This is an optimization exercise on Yosys and OpenROAD, whose aim is small area, a short achievable clock period and few clock cycles per item, not a production implementation. No activity file was given, so power comes from the tool's default toggle rates.

== run 1 ==
==> flow/design.v <==
package grr_pkg;
  localparam int CFG_W = 5;
  localparam logic [CFG_W-1:0] GROUP_SIZE_RESET = 5'd2;
  typedef struct packed {
    logic valid;
    logic bank;
  } bank_rel_t;
  function automatic logic [CFG_W-1:0] eff_group(input logic [CFG_W-1:0] gs,
                                                 input int unsigned max_group);
    if (gs == '0) begin
      eff_group = CFG_W'(1);
    end else if (32'(gs) > max_group) begin
      eff_group = CFG_W'(max_group);
    end else begin
      eff_group = gs;
    end
  endfunction
endpackage
module group_reverse_reorder_unit #(
  parameter int MAX_GROUP  = 16,
  parameter int WORD_WIDTH = 32
) (
  input  logic                                     clk,
  input  logic                                     rst,
  input  logic                                     cfg_we,
  input  logic [grr_pkg::CFG_W-1:0]                cfg_data,
  input  logic                                     s_tvalid,
  output logic                                     s_tready,
  input  logic [((WORD_WIDTH + 7) / 8) * 8 - 1:0]  s_tdata,   
  input  logic                                     s_tlast,
  output logic                                     m_tvalid,
  input  logic                                     m_tready,
  output logic [((WORD_WIDTH + 7) / 8) * 8 - 1:0]  m_tdata,   
  output logic                                     m_tlast
);
  localparam int TDATA_W = ((WORD_WIDTH + 7) / 8) * 8;
  localparam int NS      = (MAX_GROUP > 1) ? MAX_GROUP : 2;
  localparam int AW      = $clog2(NS);
  localparam int KW      = ($clog2(MAX_GROUP + 1) > grr_pkg::CFG_W) ?
                           $clog2(MAX_GROUP + 1) : grr_pkg::CFG_W;
  typedef struct packed {
    logic [AW-1:0] start;
    logic          dir;
    logic [AW-1:0] left;
    logic          fin;
  } desc_t;
  logic [grr_pkg::CFG_W-1:0] group_size;
  logic [WORD_WIDTH-1:0] mem [NS];
  logic [NS-1:0]         occ;        
  logic [AW-1:0]         wp;         
  logic                  wd;         
  logic [AW-1:0]         gstart;     
  logic [AW-1:0]         fill;       
  logic                  fz;         
  logic                  wf;         
  logic                  rdy;
  logic                  ract;
  logic [NS-1:0]         rsel;       
  logic                  rdir;
  logic [AW-1:0]         rleft;      
  logic                  rl;         
  logic                  rfin;
  logic                  pv0;
  logic                  pv1;
  desc_t                 p0;
  desc_t                 p1;
  logic                  ov;
  logic [WORD_WIDTH-1:0] odata;
  logic                  olast;
  logic                  close;
  logic                  accept;
  logic                  oload;
  logic                  rd_fire;
  logic                  take;
  logic                  bypass;
  logic                  turn;
  logic                  newd_v;
  desc_t                 newd;
  desc_t                 nxt;
  logic [AW-1:0]         wp_step;
  logic [AW-1:0]         wp_back;
  logic [AW-1:0]         fill_n;
  logic                  pv0_n;
  logic                  pv1_n;
  logic                  free_n;
  logic [NS-1:0]         rsel_n;
  logic [WORD_WIDTH-1:0] rd_word;
  logic                  k1;         
  logic                  wf2;        
  assign k1       = (grr_pkg::eff_group(group_size, MAX_GROUP) == grr_pkg::CFG_W'(1));
  assign wf2      = (KW'(fill) + KW'(2)) >= KW'(grr_pkg::eff_group(group_size, MAX_GROUP));
  assign close    = wf || s_tlast;
  assign accept   = s_tvalid && rdy;
  assign oload    = !ov || m_tready;
  assign rd_fire  = oload && ract;
  assign take     = !ract || (rd_fire && rl);
  assign bypass   = accept && (wf || (s_tlast && fz)) && !ract && oload;
  assign turn     = bypass && wf;
  assign wp_step  = wd ? (wp - AW'(1)) : (wp + AW'(1));
  assign wp_back  = wd ? (wp + AW'(1)) : (wp - AW'(1));
  always_comb begin
    newd_v     = accept && close && !(bypass && fz);
    newd.start = gstart;
    newd.dir   = wd;
    newd.left  = fill;
    newd.fin   = s_tlast;
    if (wf) begin
      newd.dir = !wd;
      if (bypass) begin
        newd.start = wp_back;
        newd.left  = fill - AW'(1);
      end else begin
        newd.start = wp;
      end
    end
  end
  assign nxt = pv0 ? p0 : newd;
  always_comb begin
    pv0_n = pv0;
    pv1_n = pv1;
    if (take) begin
      if (pv0) begin
        pv0_n = pv1 || newd_v;
        pv1_n = pv1 && newd_v;
      end
    end else if (newd_v) begin
      if (pv0) begin
        pv1_n = 1'b1;
      end else begin
        pv0_n = 1'b1;
      end
    end
  end
  always_comb begin
    if (accept && !turn) begin
      free_n = !occ[wp_step] || (rd_fire && rsel[wp_step]);
    end else if (accept) begin
      free_n = 1'b1;
    end else begin
      free_n = !occ[wp] || (rd_fire && rsel[wp]);
    end
  end
  always_comb begin
    fill_n = fill;
    if (accept) begin
      fill_n = close ? '0 : (fill + AW'(1));
    end
  end
  always_comb begin
    rsel_n = rsel;
    if (take) begin
      rsel_n = '0;
      if (pv0 || newd_v) begin
        rsel_n[nxt.start] = 1'b1;
      end
    end else if (rd_fire) begin
      rsel_n = rdir ? {rsel[0], rsel[NS-1:1]} : {rsel[NS-2:0], rsel[NS-1]};
    end
  end
  always_comb begin
    rd_word = ract ? '0 : s_tdata[WORD_WIDTH-1:0];
    for (int i = 0; i < NS; i++) begin
      rd_word = rd_word | ({WORD_WIDTH{rsel[i]}} & mem[i]);
    end
  end
  always_ff @(posedge clk) begin
    if (rst) begin
      group_size <= grr_pkg::GROUP_SIZE_RESET;
    end else if (cfg_we) begin
      group_size <= cfg_data;
    end
  end
  always_ff @(posedge clk) begin
    if (accept) begin
      mem[wp] <= s_tdata[WORD_WIDTH-1:0];
    end
  end
  always_ff @(posedge clk) begin
    if (rst) begin
      occ    <= '0;
      wp     <= '0;
      wd     <= 1'b0;
      gstart <= '0;
      fill   <= '0;
      fz     <= 1'b1;
      wf     <= 1'b0;
      rdy    <= 1'b1;
      ract   <= 1'b0;
      rsel   <= '0;
      pv0    <= 1'b0;
      pv1    <= 1'b0;
      ov     <= 1'b0;
    end else begin
      for (int i = 0; i < NS; i++) begin
        if (rd_fire && rsel[i]) begin
          occ[i] <= 1'b0;
        end
        if (accept && !bypass && wp == AW'(i)) begin
          occ[i] <= 1'b1;
        end
      end
      if (accept && !turn) begin
        wp <= wp_step;
      end
      if (turn) begin
        wd <= !wd;
      end
      if (accept && close) begin
        gstart <= turn ? wp : wp_step;
      end
      fill <= fill_n;
      fz   <= (fill_n == '0);
      if (cfg_we) begin
        wf <= (KW'(fill) + KW'(1)) >= KW'(grr_pkg::eff_group(cfg_data, MAX_GROUP));
      end else if (accept) begin
        wf <= close ? k1 : wf2;
      end
      rdy  <= free_n && !pv1_n;
      pv0  <= pv0_n;
      pv1  <= pv1_n;
      if (take) begin
        ract <= pv0 || newd_v;
      end
      rsel <= rsel_n;
      if (oload) begin
        ov <= ract || bypass;
      end
    end
  end
  always_ff @(posedge clk) begin
    if (take) begin
      rdir  <= nxt.dir;
      rleft <= nxt.left;
      rl    <= (nxt.left == '0);
      rfin  <= nxt.fin;
    end else if (rd_fire) begin
      rleft <= rleft - AW'(1);
      rl    <= (rleft == AW'(1));
    end
    if (take ? pv0 : (newd_v && !pv0)) begin
      p0 <= (take && pv1) ? p1 : newd;
    end
    if (newd_v) begin
      p1 <= newd;
    end
    if (oload && (ract || bypass)) begin
      odata <= rd_word;
      olast <= ract ? (rfin && rl) : (s_tlast && fz);
    end
  end
  assign s_tready = rdy;
  assign m_tvalid = ov;
  assign m_tdata  = TDATA_W'(odata);
  assign m_tlast  = olast;
endmodule
Settings: LEC_CHECK=0, CAP_MARGIN=20, CORE_MARGIN=2, CORE_UTILIZATION=40, SETUP_SLACK_MARGIN=2.5, SLEW_MARGIN=20, TNS_END_PERCENT=10; clock period 4.5 ns.
run.sh (not shown) runs the stock make flow with config.mk's settings and CLKGATE_MAP_FILE= SYNTH_SCRIPT=/design/flow/synth_recipe.tcl, a recipe that flattens the netlist after the stock synthesis.
Run 1 ended with every stage complete and zero timing, DRC or antenna violations.
#### Input delta (run 2 over run 1)
--- a/flow/design.v
+++ b/flow/design.v
@@ -146,13 +146,23 @@
       fill_n = close ? '0 : (fill + AW'(1));
     end
   end
-  always_comb begin
+  logic [NS-1:0] dec_wp;
+  logic [NS-1:0] dec_back;
+  logic [NS-1:0] dec_gs;
+  logic [NS-1:0] dec_p0;
+  logic [NS-1:0] dec_new;
+  always_comb begin
+    dec_wp = '0;
+    dec_wp[wp] = 1'b1;
+    dec_gs = '0;
+    dec_gs[gstart] = 1'b1;
+    dec_p0 = '0;
+    dec_p0[p0.start] = 1'b1;
+    dec_back = wd ? {dec_wp[NS-2:0], dec_wp[NS-1]} : {dec_wp[0], dec_wp[NS-1:1]};
+    dec_new = !wf ? dec_gs : (bypass ? dec_back : dec_wp);
     rsel_n = rsel;
     if (take) begin
-      rsel_n = '0;
-      if (pv0 || newd_v) begin
-        rsel_n[nxt.start] = 1'b1;
-      end
+      rsel_n = pv0 ? dec_p0 : (newd_v ? dec_new : '0);
     end else if (rd_fire) begin
       rsel_n = rdir ? {rsel[0], rsel[NS-1:1]} : {rsel[NS-2:0], rsel[NS-1]};
     end
--- outcome ---
Comparing run 2 and run 1, power in sequential cells is lower on run 1.
Run 2: number of vias per cell is about 1.7% higher than what run 1 reported.
For run 2, the destination of the critical timing path was rdy, unlike run 1, where it was rsel[4].
Run 2 against run 1: post-synthesis to final-layout area growth now sits higher, synthesized cell count now sits higher, proportion of final cell area spent on non-clock buffers now sits higher, total power now sits higher.
Function was not checked in any run of this note: the RTL went through the layout flow alone.

[re-timing with driven ports]
In the flow no input, the clock included, has a driving cell. The finished layouts below were timed again as built, in two steps. Step 1, drivers: a clkbuf_16 drives clk and a buf_2 each remaining input, both assumed. Step 2 also shifts input and output timing later by t, the mid clock arrival at the registers, as if the neighbouring blocks saw the same clock. Slacks: ideal / step 1 / step 2; pairs: ideal / step 1.
| run | t (ns) | slack for setup (ns) | worst hold slack (ns) | clock arrival spread, ns | pins driven straight from the clock port |
|---|---|---|---|---|---|
| run 1 | 0.663 | 1.947 / 1.947 / 1.348 | 0.494 / 0.494 / 0.494 | 0.024 / 0.024 | 1 |
| run 2 | 0.676 | 2.185 / 2.185 / 1.629 | 0.519 / 0.517 / 0.519 | 0.028 / 0.028 | 1 |
After both steps every run listed still meets setup and hold. The setup slack of run 1, which loses most, moves by 0.000 ns with the drivers and by -0.599 ns with both steps.
